Source: an optimization exercise on an open RTL-to-GDS flow (aim: small area, a short achievable clock period and few clock cycles). Production flows keep margins and buffers that such runs may drop.
The RTL was checked by simulation tests, not by an equivalence proof against the original design.
Power and IR drop assume default switching activity.

<file path="run.sh">
#!/bin/bash
# synth_recipe.tcl (not shown) runs the flow's synth.tcl, then flattens the netlist and writes it again
# the make line also repeats each setting of config.mk as NAME=value (left out here)
make -C /OpenROAD-flow-scripts/flow DESIGN_CONFIG=/design/flow/config.mk WORK_HOME=/design/flow/orfs CLKGATE_MAP_FILE= SYNTH_SCRIPT=/design/flow/synth_recipe.tcl finish
</file>
<file path="config.mk">
export PLATFORM = sky130hd
export DESIGN_NAME = rvCore
export DESIGN_NICKNAME = rvCore
export VERILOG_FILES = /design/flow/design.v
export SDC_FILE = /design/flow/constraint.sdc
export NUM_CORES = 4
export LEC_CHECK = 0
export CAP_MARGIN = 20
export CORE_MARGIN = 2
export CORE_UTILIZATION = 40
export SLEW_MARGIN = 20
</file>
<file path="constraint.sdc">
create_clock -name core_clock -period 11.0 [get_ports {clk}]
set_input_delay 2.2000 -clock core_clock [delete_from_list [all_inputs] [get_ports {clk}]]
set_output_delay 2.2000 -clock core_clock [all_outputs]
set_load 0.01 [all_outputs]
</file>
<file path="design.v">
package rvPkg;
   localparam int xlen = 32;
   localparam int regIdxW = 5;
   localparam logic [6:0] opcOp = 7'b0110011;
   localparam logic [6:0] opcOpImm = 7'b0010011;
   localparam logic [6:0] opcLui = 7'b0110111;
   localparam logic [6:0] opcLoad = 7'b0000011;
   localparam logic [6:0] opcStore = 7'b0100011;
   localparam logic [6:0] opcHalt = 7'b1111111;  
   typedef enum logic [3:0] {
      aluAdd,
      aluSub,
      aluXor,
      aluOr,
      aluAnd,
      aluSlt,
      aluSltu,
      aluSll,
      aluSrl,
      aluSra,
      aluPass  
   } aluOpT;
   typedef enum logic [2:0] {
      clsNone,
      clsAlu,
      clsLoad,
      clsStore,
      clsHalt,
      clsIllegal
   } instrClassT;
endpackage
`timescale 1ns/1ps
module instrFetch (
   input  logic                   clk,
   input  logic                   rstn,
   input  logic                   start,
   input  logic                   haltReq,
   output logic                   fetchValid,
   output logic [rvPkg::xlen-1:0] fetchAddr,
   input  logic                   fetchReady,
   input  logic [rvPkg::xlen-1:0] memRData,
   output logic                   irValid,
   output logic [rvPkg::xlen-1:0] irWord,
   input  logic                   irTake,
   output logic                   halted
);
   logic [rvPkg::xlen-1:0] pc;  
   logic                   fetchXfer;
   assign fetchAddr = pc;
   assign fetchValid = !halted && (!irValid || (irTake && !haltReq));
   assign fetchXfer = fetchValid && fetchReady;
   always_ff @(posedge clk) begin
      if (!rstn) begin
         halted <= 1'b1;
      end
      else if (start) begin
         halted <= 1'b0;
      end
      else if (haltReq && irTake) begin
         halted <= 1'b1;
      end
   end
   always_ff @(posedge clk) begin
      if (!rstn) begin
         pc <= '0;
      end
      else if (start) begin
         pc <= '0;
      end
      else if (fetchXfer) begin
         pc <= pc + 1'b1;
      end
   end
   always_ff @(posedge clk) begin
      if (!rstn) begin
         irValid <= 1'b0;
      end
      else if (fetchXfer) begin
         irValid <= 1'b1;  
      end
      else if (irTake) begin
         irValid <= 1'b0;
      end
   end
   always_ff @(posedge clk) begin
      if (fetchXfer) begin
         irWord <= memRData;
      end
   end
endmodule
`timescale 1ns/1ps
module instrDecode (
   input  logic                      irValid,
   input  logic [rvPkg::xlen-1:0]    irWord,
   output logic                      irTake,
   input  logic                      lsBusy,
   output rvPkg::instrClassT         instrClass,
   output rvPkg::aluOpT              aluOp,
   output logic [rvPkg::regIdxW-1:0] rd,
   output logic [rvPkg::regIdxW-1:0] rs1,
   output logic [rvPkg::regIdxW-1:0] rs2,
   output logic [rvPkg::xlen-1:0]    imm,
   output logic                      haltReq
);
   logic [6:0]             opcode;
   logic [2:0]             funct3;
   logic [6:0]             funct7;
   logic [rvPkg::xlen-1:0] immI;
   logic [rvPkg::xlen-1:0] immS;
   logic [rvPkg::xlen-1:0] immU;
   logic [rvPkg::xlen-1:0] shamt;
   assign opcode = irWord[6:0];
   assign funct3 = irWord[14:12];
   assign funct7 = irWord[31:25];
   assign immI = {{20{irWord[31]}}, irWord[31:20]};
   assign immS = {{20{irWord[31]}}, irWord[31:25], irWord[11:7]};
   assign immU = {irWord[31:12], 12'b0};
   assign shamt = {27'b0, irWord[24:20]};
   assign irTake = irValid && !lsBusy;
   assign haltReq = (instrClass == rvPkg::clsHalt) || (instrClass == rvPkg::clsIllegal);
   always_comb begin
      instrClass = rvPkg::clsNone;
      aluOp = rvPkg::aluAdd;
      rd = irWord[11:7];
      rs1 = irWord[19:15];
      rs2 = '0;  
      imm = '0;
      if (irValid) begin
         case (opcode)
            rvPkg::opcOp: begin
               instrClass = rvPkg::clsAlu;
               rs2 = irWord[24:20];
               if (funct7 == 7'b0000000) begin
                  case (funct3)
                     3'b000: aluOp = rvPkg::aluAdd;
                     3'b100: aluOp = rvPkg::aluXor;
                     3'b110: aluOp = rvPkg::aluOr;
                     3'b111: aluOp = rvPkg::aluAnd;
                     3'b010: aluOp = rvPkg::aluSlt;
                     3'b011: aluOp = rvPkg::aluSltu;
                     3'b001: aluOp = rvPkg::aluSll;
                     default: instrClass = rvPkg::clsIllegal;  
                  endcase
               end
               else if (funct7 == 7'b0100000 && funct3 == 3'b000) begin
                  aluOp = rvPkg::aluSub;
               end
               else begin
                  instrClass = rvPkg::clsIllegal;
               end
            end
            rvPkg::opcOpImm: begin
               instrClass = rvPkg::clsAlu;
               imm = immI;
               case (funct3)
                  3'b000: aluOp = rvPkg::aluAdd;
                  3'b100: aluOp = rvPkg::aluXor;
                  3'b110: aluOp = rvPkg::aluOr;
                  3'b111: aluOp = rvPkg::aluAnd;
                  3'b010: aluOp = rvPkg::aluSlt;
                  3'b011: aluOp = rvPkg::aluSltu;
                  3'b001: begin
                     aluOp = rvPkg::aluSll;
                     imm = shamt;
                     if (funct7 != 7'b0000000) begin
                        instrClass = rvPkg::clsIllegal;
                     end
                  end
                  default: begin  
                     imm = shamt;
                     if (funct7 == 7'b0000000) begin
                        aluOp = rvPkg::aluSrl;
                     end
                     else if (funct7 == 7'b0100000) begin
                        aluOp = rvPkg::aluSra;
                     end
                     else begin
                        instrClass = rvPkg::clsIllegal;
                     end
                  end
               endcase
            end
            rvPkg::opcLui: begin
               instrClass = rvPkg::clsAlu;
               aluOp = rvPkg::aluPass;
               imm = immU;
            end
            rvPkg::opcLoad: begin
               imm = immI;
               instrClass = (funct3 == 3'b010) ? rvPkg::clsLoad : rvPkg::clsIllegal;
            end
            rvPkg::opcStore: begin
               imm = immS;
               rs2 = irWord[24:20];  
               instrClass = (funct3 == 3'b010) ? rvPkg::clsStore : rvPkg::clsIllegal;
            end
            rvPkg::opcHalt: instrClass = rvPkg::clsHalt;
            default: instrClass = rvPkg::clsIllegal;
         endcase
      end
   end
endmodule
`timescale 1ns/1ps
module executeUnit (
   input  rvPkg::instrClassT         instrClass,
   input  rvPkg::aluOpT              aluOp,
   input  logic [rvPkg::regIdxW-1:0] rd,
   input  logic [rvPkg::xlen-1:0]    imm,
   input  logic [rvPkg::xlen-1:0]    rs1Data,
   input  logic [rvPkg::xlen-1:0]    rs2Data,
   input  logic                      irTake,
   output logic                      wrEn,
   output logic [rvPkg::regIdxW-1:0] wrIdx,
   output logic [rvPkg::xlen-1:0]    wrData
);
   logic [rvPkg::xlen-1:0] opB;
   logic [4:0]             shamt;
   logic [rvPkg::xlen-1:0] result;
   assign opB = rs2Data | imm;
   assign shamt = opB[4:0];
   always_comb begin
      case (aluOp)
         rvPkg::aluAdd: result = rs1Data + opB;
         rvPkg::aluSub: result = rs1Data - opB;  
         rvPkg::aluXor: result = rs1Data ^ opB;
         rvPkg::aluOr: result = rs1Data | opB;
         rvPkg::aluAnd: result = rs1Data & opB;
         rvPkg::aluSlt: begin
            result = ($signed(rs1Data) < $signed(opB)) ? 32'd1 : 32'd0;
         end
         rvPkg::aluSltu: begin
            result = (rs1Data < opB) ? 32'd1 : 32'd0;
         end
         rvPkg::aluSll: result = rs1Data << shamt;
         rvPkg::aluSrl: result = rs1Data >> shamt;
         rvPkg::aluSra: result = $signed(rs1Data) >>> shamt;
         rvPkg::aluPass: result = opB;
         default: result = '0;
      endcase
   end
   assign wrEn = irTake && (instrClass == rvPkg::clsAlu);
   assign wrIdx = rd;
   assign wrData = result;
endmodule
`timescale 1ns/1ps
module regFile (
   input  logic                      clk,
   input  logic                      rstn,
   input  logic [rvPkg::regIdxW-1:0] rs1,
   input  logic [rvPkg::regIdxW-1:0] rs2,
   output logic [rvPkg::xlen-1:0]    rs1Data,
   output logic [rvPkg::xlen-1:0]    rs2Data,
   input  logic                      aluWrEn,
   input  logic [rvPkg::regIdxW-1:0] aluWrIdx,
   input  logic [rvPkg::xlen-1:0]    aluWrData,
   input  logic                      lsWrEn,
   input  logic [rvPkg::regIdxW-1:0] lsWrIdx,
   input  logic [rvPkg::xlen-1:0]    lsWrData
);
   logic [rvPkg::xlen-1:0] regs [1:31];  
   always_ff @(posedge clk) begin
      if (!rstn) begin
         for (int i = 1; i < 32; i++) begin
            regs[i] <= '0;
         end
      end
      else if (lsWrEn && lsWrIdx != '0) begin
         regs[lsWrIdx] <= lsWrData;  
      end
      else if (aluWrEn && aluWrIdx != '0) begin
         regs[aluWrIdx] <= aluWrData;
      end
   end
   assign rs1Data = (rs1 == '0) ? '0 : regs[rs1];
   assign rs2Data = (rs2 == '0) ? '0 : regs[rs2];
endmodule
`timescale 1ns/1ps
module loadStore (
   input  logic                      clk,
   input  logic                      rstn,
   input  rvPkg::instrClassT         instrClass,
   input  logic [rvPkg::regIdxW-1:0] rd,
   input  logic [rvPkg::xlen-1:0]    imm,
   input  logic                      irTake,
   input  logic [rvPkg::xlen-1:0]    rs1Data,
   input  logic [rvPkg::xlen-1:0]    rs2Data,
   output logic                      lsValid,
   output logic [rvPkg::xlen-1:0]    lsAddr,
   output logic                      lsWrite,
   output logic [rvPkg::xlen-1:0]    lsWData,
   input  logic                      lsReady,
   input  logic [rvPkg::xlen-1:0]    memRData,
   output logic                      lsBusy,
   output logic                      wrEn,
   output logic [rvPkg::regIdxW-1:0] wrIdx,
   output logic [rvPkg::xlen-1:0]    wrData
);
   logic                      capture;
   logic [rvPkg::regIdxW-1:0] rdQ;
   assign capture = irTake &&
                    (instrClass == rvPkg::clsLoad || instrClass == rvPkg::clsStore);
   assign lsValid = lsBusy;
   always_ff @(posedge clk) begin
      if (!rstn) begin
         lsBusy <= 1'b0;
      end
      else if (capture) begin
         lsBusy <= 1'b1;
      end
      else if (lsValid && lsReady) begin
         lsBusy <= 1'b0;
      end
   end
   always_ff @(posedge clk) begin
      if (capture) begin
         lsAddr <= rs1Data + imm;  
         lsWData <= rs2Data;
         lsWrite <= (instrClass == rvPkg::clsStore);
         rdQ <= rd;
      end
   end
   assign wrEn = lsBusy && !lsWrite && lsReady;
   assign wrIdx = rdQ;
   assign wrData = memRData;
endmodule
`timescale 1ns/1ps
module busArbiter (
   input  logic                   clk,
   input  logic                   rstn,
   input  logic                   fetchValid,
   input  logic [rvPkg::xlen-1:0] fetchAddr,
   output logic                   fetchReady,
   input  logic                   lsValid,
   input  logic [rvPkg::xlen-1:0] lsAddr,
   input  logic                   lsWrite,
   input  logic [rvPkg::xlen-1:0] lsWData,
   output logic                   lsReady,
   output logic                   memValid,
   output logic [rvPkg::xlen-1:0] memAddr,
   output logic                   memWrite,
   output logic [rvPkg::xlen-1:0] memWData,
   input  logic                   memReady
);
   logic grantFetch;
   logic grantLs;
   logic busHeld;
   logic ownFetch;
   logic ownLs;
   assign busHeld = grantFetch || grantLs;
   assign ownLs = grantLs || (!busHeld && lsValid);
   assign ownFetch = grantFetch || (!busHeld && !lsValid && fetchValid);
   always_ff @(posedge clk) begin
      if (!rstn) begin
         grantFetch <= 1'b0;
         grantLs <= 1'b0;
      end
      else begin
         grantFetch <= ownFetch && !memReady;
         grantLs <= ownLs && !memReady;
      end
   end
   assign memValid = (ownLs && lsValid) || (ownFetch && fetchValid);
   assign memAddr = ownLs ? lsAddr : fetchAddr;
   assign memWrite = ownLs && lsWrite;
   assign memWData = lsWData;  
   assign lsReady = ownLs && memReady;
   assign fetchReady = ownFetch && memReady;
endmodule
`timescale 1ns/1ps
module rvCore (
   input  logic                   clk,
   input  logic                   rstn,
   input  logic                   start,
   output logic                   memValid,
   output logic [rvPkg::xlen-1:0] memAddr,
   output logic                   memWrite,
   output logic [rvPkg::xlen-1:0] memWData,
   input  logic                   memReady,
   input  logic [rvPkg::xlen-1:0] memRData,
   output logic                   halted
);
   logic                      fetchValid;
   logic [rvPkg::xlen-1:0]    fetchAddr;
   logic                      fetchReady;
   logic                      irValid;
   logic [rvPkg::xlen-1:0]    irWord;
   logic                      irTake;
   logic                      haltReq;
   rvPkg::instrClassT         instrClass;
   rvPkg::aluOpT              aluOp;
   logic [rvPkg::regIdxW-1:0] rd;
   logic [rvPkg::regIdxW-1:0] rs1;
   logic [rvPkg::regIdxW-1:0] rs2;
   logic [rvPkg::xlen-1:0]    imm;
   logic [rvPkg::xlen-1:0]    rs1Data;
   logic [rvPkg::xlen-1:0]    rs2Data;
   logic                      aluWrEn;
   logic [rvPkg::regIdxW-1:0] aluWrIdx;
   logic [rvPkg::xlen-1:0]    aluWrData;
   logic                      lsWrEn;
   logic [rvPkg::regIdxW-1:0] lsWrIdx;
   logic [rvPkg::xlen-1:0]    lsWrData;
   logic                      lsValid;
   logic [rvPkg::xlen-1:0]    lsAddr;
   logic                      lsWrite;
   logic [rvPkg::xlen-1:0]    lsWData;
   logic                      lsReady;
   logic                      lsBusy;
   instrFetch instrFetch_i (
      .clk        (clk),
      .rstn       (rstn),
      .start      (start),
      .haltReq    (haltReq),
      .fetchValid (fetchValid),
      .fetchAddr  (fetchAddr),
      .fetchReady (fetchReady),
      .memRData   (memRData),
      .irValid    (irValid),
      .irWord     (irWord),
      .irTake     (irTake),
      .halted     (halted)
   );
   instrDecode instrDecode_i (
      .irValid    (irValid),
      .irWord     (irWord),
      .irTake     (irTake),
      .lsBusy     (lsBusy),
      .instrClass (instrClass),
      .aluOp      (aluOp),
      .rd         (rd),
      .rs1        (rs1),
      .rs2        (rs2),
      .imm        (imm),
      .haltReq    (haltReq)
   );
   executeUnit executeUnit_i (
      .instrClass (instrClass),
      .aluOp      (aluOp),
      .rd         (rd),
      .imm        (imm),
      .rs1Data    (rs1Data),
      .rs2Data    (rs2Data),
      .irTake     (irTake),
      .wrEn       (aluWrEn),
      .wrIdx      (aluWrIdx),
      .wrData     (aluWrData)
   );
   regFile regFile_i (
      .clk       (clk),
      .rstn      (rstn),
      .rs1       (rs1),
      .rs2       (rs2),
      .rs1Data   (rs1Data),
      .rs2Data   (rs2Data),
      .aluWrEn   (aluWrEn),
      .aluWrIdx  (aluWrIdx),
      .aluWrData (aluWrData),
      .lsWrEn    (lsWrEn),
      .lsWrIdx   (lsWrIdx),
      .lsWrData  (lsWrData)
   );
   loadStore loadStore_i (
      .clk        (clk),
      .rstn       (rstn),
      .instrClass (instrClass),
      .rd         (rd),
      .imm        (imm),
      .irTake     (irTake),
      .rs1Data    (rs1Data),
      .rs2Data    (rs2Data),
      .lsValid    (lsValid),
      .lsAddr     (lsAddr),
      .lsWrite    (lsWrite),
      .lsWData    (lsWData),
      .lsReady    (lsReady),
      .memRData   (memRData),
      .lsBusy     (lsBusy),
      .wrEn       (lsWrEn),
      .wrIdx      (lsWrIdx),
      .wrData     (lsWrData)
   );
   busArbiter busArbiter_i (
      .clk        (clk),
      .rstn       (rstn),
      .fetchValid (fetchValid),
      .fetchAddr  (fetchAddr),
      .fetchReady (fetchReady),
      .lsValid    (lsValid),
      .lsAddr     (lsAddr),
      .lsWrite    (lsWrite),
      .lsWData    (lsWData),
      .lsReady    (lsReady),
      .memValid   (memValid),
      .memAddr    (memAddr),
      .memWrite   (memWrite),
      .memWData   (memWData),
      .memReady   (memReady)
   );
endmodule
</file>
==> impl_metrics.csv <==
group,metric,value,unit
setup_path,path_max_fanout,61,
placed_design,place_ws,2.18,ns
setup_path,rr_startpoint,"instrFetch_i.irWord[2]$_DFFE_PP_",
clock_network,cts_resized,0,
placed_design,port_buffers,102,
global_routing,antenna_found_initial,21,
clock_network,post_cts_buffers,0,
setup_path,crit_family,"compound AO/OA/AOI/OAI gates",
setup_path,cp_common_cell,"buf_4",
timing,worst_slew_pin_slew,1.31,ns
setup_path,reg2reg_to,"regFile_i.regs[28][29]$_SDFFCE_PN0P_",
final_layout,final_util,0.448,
timing,whs,0.506,ns
timing,hold_violations,0,
setup_path,crit_slowest_cell,"o41ai_1",
global_routing,grt_usage,0.366,
setup_path,rr_worst_depth,25,
clock_network,clock_path_buffers,3,
worst_hold_path,min_from,"instrFetch_i.pc[13]$_SDFFE_PP0P_",
clock_network,cts_root_buf,"clkbuf_16",
setup_path,arrival,9.86,ns
yosys,synth_top_cell_area_share,0.467,
final_layout,final_common_cell,"edfxtp_1",
clock_network,postCtsHoldBufs,0,
final_layout,fillerInstances,16900,
floorplan,die_x,430,um
yosys,synth_edf_count,1126,
timing,finalSetupViolCount,0,
detailed_routing,drt_pass1_iterations,6,
floorplan,dieArea,185000,sq um
floorplan,design.core.area,180000,sq um
yosys,postSynthAreaPerCell,9.85,sq um
worst_hold_path,hold_path.class,"flip-flop to flip-flop",
worst_hold_path,hold-path-endpoint,"instrFetch_i.pc[13]$_SDFFE_PP0P_",
yosys,synth_warnings,6,
detailed_routing,ant_nets,0,
yosys,ys_async_sr_fraction,0,
yosys,syn-instance-count,7354,
detailed_routing,drt-wirelength-per-cell,35.8,um
clock_network,cts_max_level,4,
power,power_density,138,nW/um^2
power,total_leakage_power,0.0304,uW
placed_design,dp_hpwl,229000,um
detailed_routing,drt_iter0_drc,11200,
setup_path,required,11.49,ns
clock_network,cts_sinks,1168,
setup_path,r2r_slack,1.63,ns
final_layout,mostFrequentLayoutCells,"edfxtp_1, nand2_1, nor2_1",
timing,skew,0.0510,ns
clock_network,cts_tree,"yes",
detailed_routing,wl,349000,um
clock_network,cts.clk_slew.worst_paths,0.06,ns
clock_network,clk_latency,0.81,ns
global_routing,grt_pass1_wl,480000,um
final_layout,layout-area-overhead-vs-synth,11.6,%
yosys,yosys_most_used_dff,"edfxtp_1",
global_routing,grt_pass1_vias,62100,
timing,fin_setup_tns,0,ns
timing,relSlewSlack,0.116,
setup_path,criticalPathCategory,"flip-flop to flip-flop",
floorplan,rows,156,
status,status,"timing/DRC/antenna clean",
yosys,ys_ff_latch,1168,
floorplan,initial_core_util,0.402,
timing,fmax,0.107,GHz
floorplan,ios,103,
yosys,synth_area,72400,sq um
yosys,yosys-top-cells-area,"edfxtp_1, mux4_2, nand2_1",
clock_network,numCtsBuffers,131,
setup_path,cp-end-kind,"flip-flop",
detailed_routing,routed_via_density,6.82,
yosys,yosysTopAreaCell,"edfxtp_1",
timing,post-route-period-util,0.852,
setup_path,cp-start-kind,"flip-flop",
flow_run,drv_cap,0,
timing,rsz0062_at_grt,"no",
detailed_routing,via_count,66400,
placed_design,gp_congestion,1.09,
timing,setup_ws,1.63,ns
timing,slew_violations,0,
floorplan,die_h,430,um
worst_hold_path,timing.hold.worst_path_depth,2,
global_routing,overflow,0,
yosys,ys_types,120,
yosys,yosysSeqAreaShare,0.478,
setup_path,path_buf_inv,4,
final_layout,drive_gt1_frac,0.137,
final_layout,fin_nets,7423,
global_routing,grt_max_degree,144,
timing,fin_crit,9.37,ns
setup_path,cpPeakStageDelay,0.87,ns
detailed_routing,route.detailed.drc,0,
power,ir_drop,0.0987,mV
logic make-up after synthesis:
logic type | Yosys count | share of synthesized area
AOI/OAI and AO/OA | 1445 | 0.138
xor gates and xnor gates | 68 | 0.00822
adders and majority gates | 135 | 0.0236
buffers and inverters | 834 | 0.0496
DFF | 1168 | 0.478
muxes | 428 | 0.102
other | 1 | 0.0000518
and+or+nand+nor | 3275 | 0.200
through the flow:
step / power (uW) / instance area, sq um / std cells
finish: 11100 / 80900 / 9739
global placement: 6740 / 76600 / 9486
global route: 11400 / 80800 / 9727
CTS: 11100 / 80700 / 9722
floorplan: 6070 / 72600 / 7385
detailed placement: 6750 / 76600 / 9487
where the power goes:
| group | leakage (uW) | internal [uW] | switching (uW) |
|---|---|---|---|
| Sequential | 0.0120 | 5000 | 92.2 |
| Combinational | 0.0164 | 491 | 1150 |
| Clock | 0.00205 | 2480 | 1920 |
| Total | 0.0304 | 7970 | 3160 |
how the worst max path moves through the flow:
| stage | cells past startpoint | start | slack [ns] | to |
|---|---|---|---|---|
| finish | 25 | instrFetch_i.irWord[2]$_DFFE_PP_ | 1.63 | regFile_i.regs[28][29]$_SDFFCE_PN0P_ |
| global route | 25 | instrFetch_i.irWord[2]$_DFFE_PP_ | 1.64 | regFile_i.regs[25][29]$_SDFFCE_PN0P_ |
| CTS | 26 | instrFetch_i.irWord[2]$_DFFE_PP_ | 2.16 | regFile_i.regs[28][29]$_SDFFCE_PN0P_ |
| detailed placement | 26 | instrFetch_i.irWord[2]$_DFFE_PP_ | 2.18 | regFile_i.regs[13][29]$_SDFFCE_PN0P_ |
| global placement | 26 | instrFetch_i.irWord[2]$_DFFE_PP_ | 2.19 | regFile_i.regs[20][29]$_SDFFCE_PN0P_ |
| floorplan | 28 | instrFetch_i.irWord[6]$_DFFE_PP_ | 4.54 | regFile_i.regs[10][30]$_SDFFCE_PN0P_ |
final cells by class:
type | count | area [sq um] | share of cell area
inverter | 174 | 658 | 0.00814
timing repair buffer | 394 | 3420 | 0.0423
tap | 2370 | 2970 | 0.0367
multi-input combinational | 5383 | 34900 | 0.432
clock inverter | 74 | 613 | 0.00758
clock buffer | 161 | 3560 | 0.0440
sequential | 1168 | 34700 | 0.429
antenna | 15 | 37.5 | 0.000464
state kept, by name, indices dropped and copies added, names as in the netlist, 5 cells and up, named ones only:
| signal | flops |
|---|---|
| instrFetch_i.irWord | 32 |
| instrFetch_i.pc | 32 |
| loadStore_i.lsAddr | 32 |
| loadStore_i.lsWData | 32 |
| loadStore_i.rdQ | 5 |
| regFile_i.regs | 1024 |
routing by layer:
| layer | vias up | track usage | wire length [um] |
|---|---|---|---|
| li1 | 27000 | - | - |
| met1 | 32600 | 0.476 | 126000 |
| met2 | 5552 | 0.538 | 148000 |
| met3 | 1229 | 0.100 | 47500 |
| met4 | 8 | 0.236 | 26500 |
| met5 | - | 0 | 50 |
worst reg2reg max path: cells and delay by family, from the launching register on:
family,cells,cell delay [ns]
adders and majority gates,1,0.32
AOI/OAI and AO/OA,11,3.84
buffers and inverters,4,1.53
DFF,1,0.61
and+or+nand+nor,9,2.79
Yosys cell counts, drive strengths merged (34+ instances only):
master  count
nand2    1192
edfxtp   1126
nor2     1110
clkbuf    378
buf       282
and3      252
o21ai     246
mux4      244
nand3     241
a21oi     228
nor3      201
a31oi     192
inv       173
mux2i     139
ha        132
a211oi    130
o22ai     104
a311oi     66
o211ai     64
a22oi      48
mux2       45
dfxtp      42
xnor2      38
nand2b     37
or3        37
a21o       34
Testbench counts, summed over its fixed seeds: cycles 12,932.

## port drivers added, routing unchanged
In the flow no input, the clock included, has a driving cell. The finished layout below was timed again as built, in two steps. Step 1 assumes that a clkbuf_16 drives the clock port and a buf_2 every other input. Step 2, shift: input delay + t, output delay - t, t = (earliest + latest rising clock arrival at the registers) / 2. This alone moves slack from input paths to output paths. a / b / c = ideal / step 1 / step 2; a / b = the first two.
shift t [ns]: 0.861
setup slack, ns: 1.627 / 1.627 / 1.627
hold WS [ns]: 0.506 / 0.506 / 0.506
worst setup path after step 2: register to register
After both steps this run still meets setup and hold. For this run, drivers alone change the setup slack by 0.000 ns; drivers and shift together by 0.000 ns.
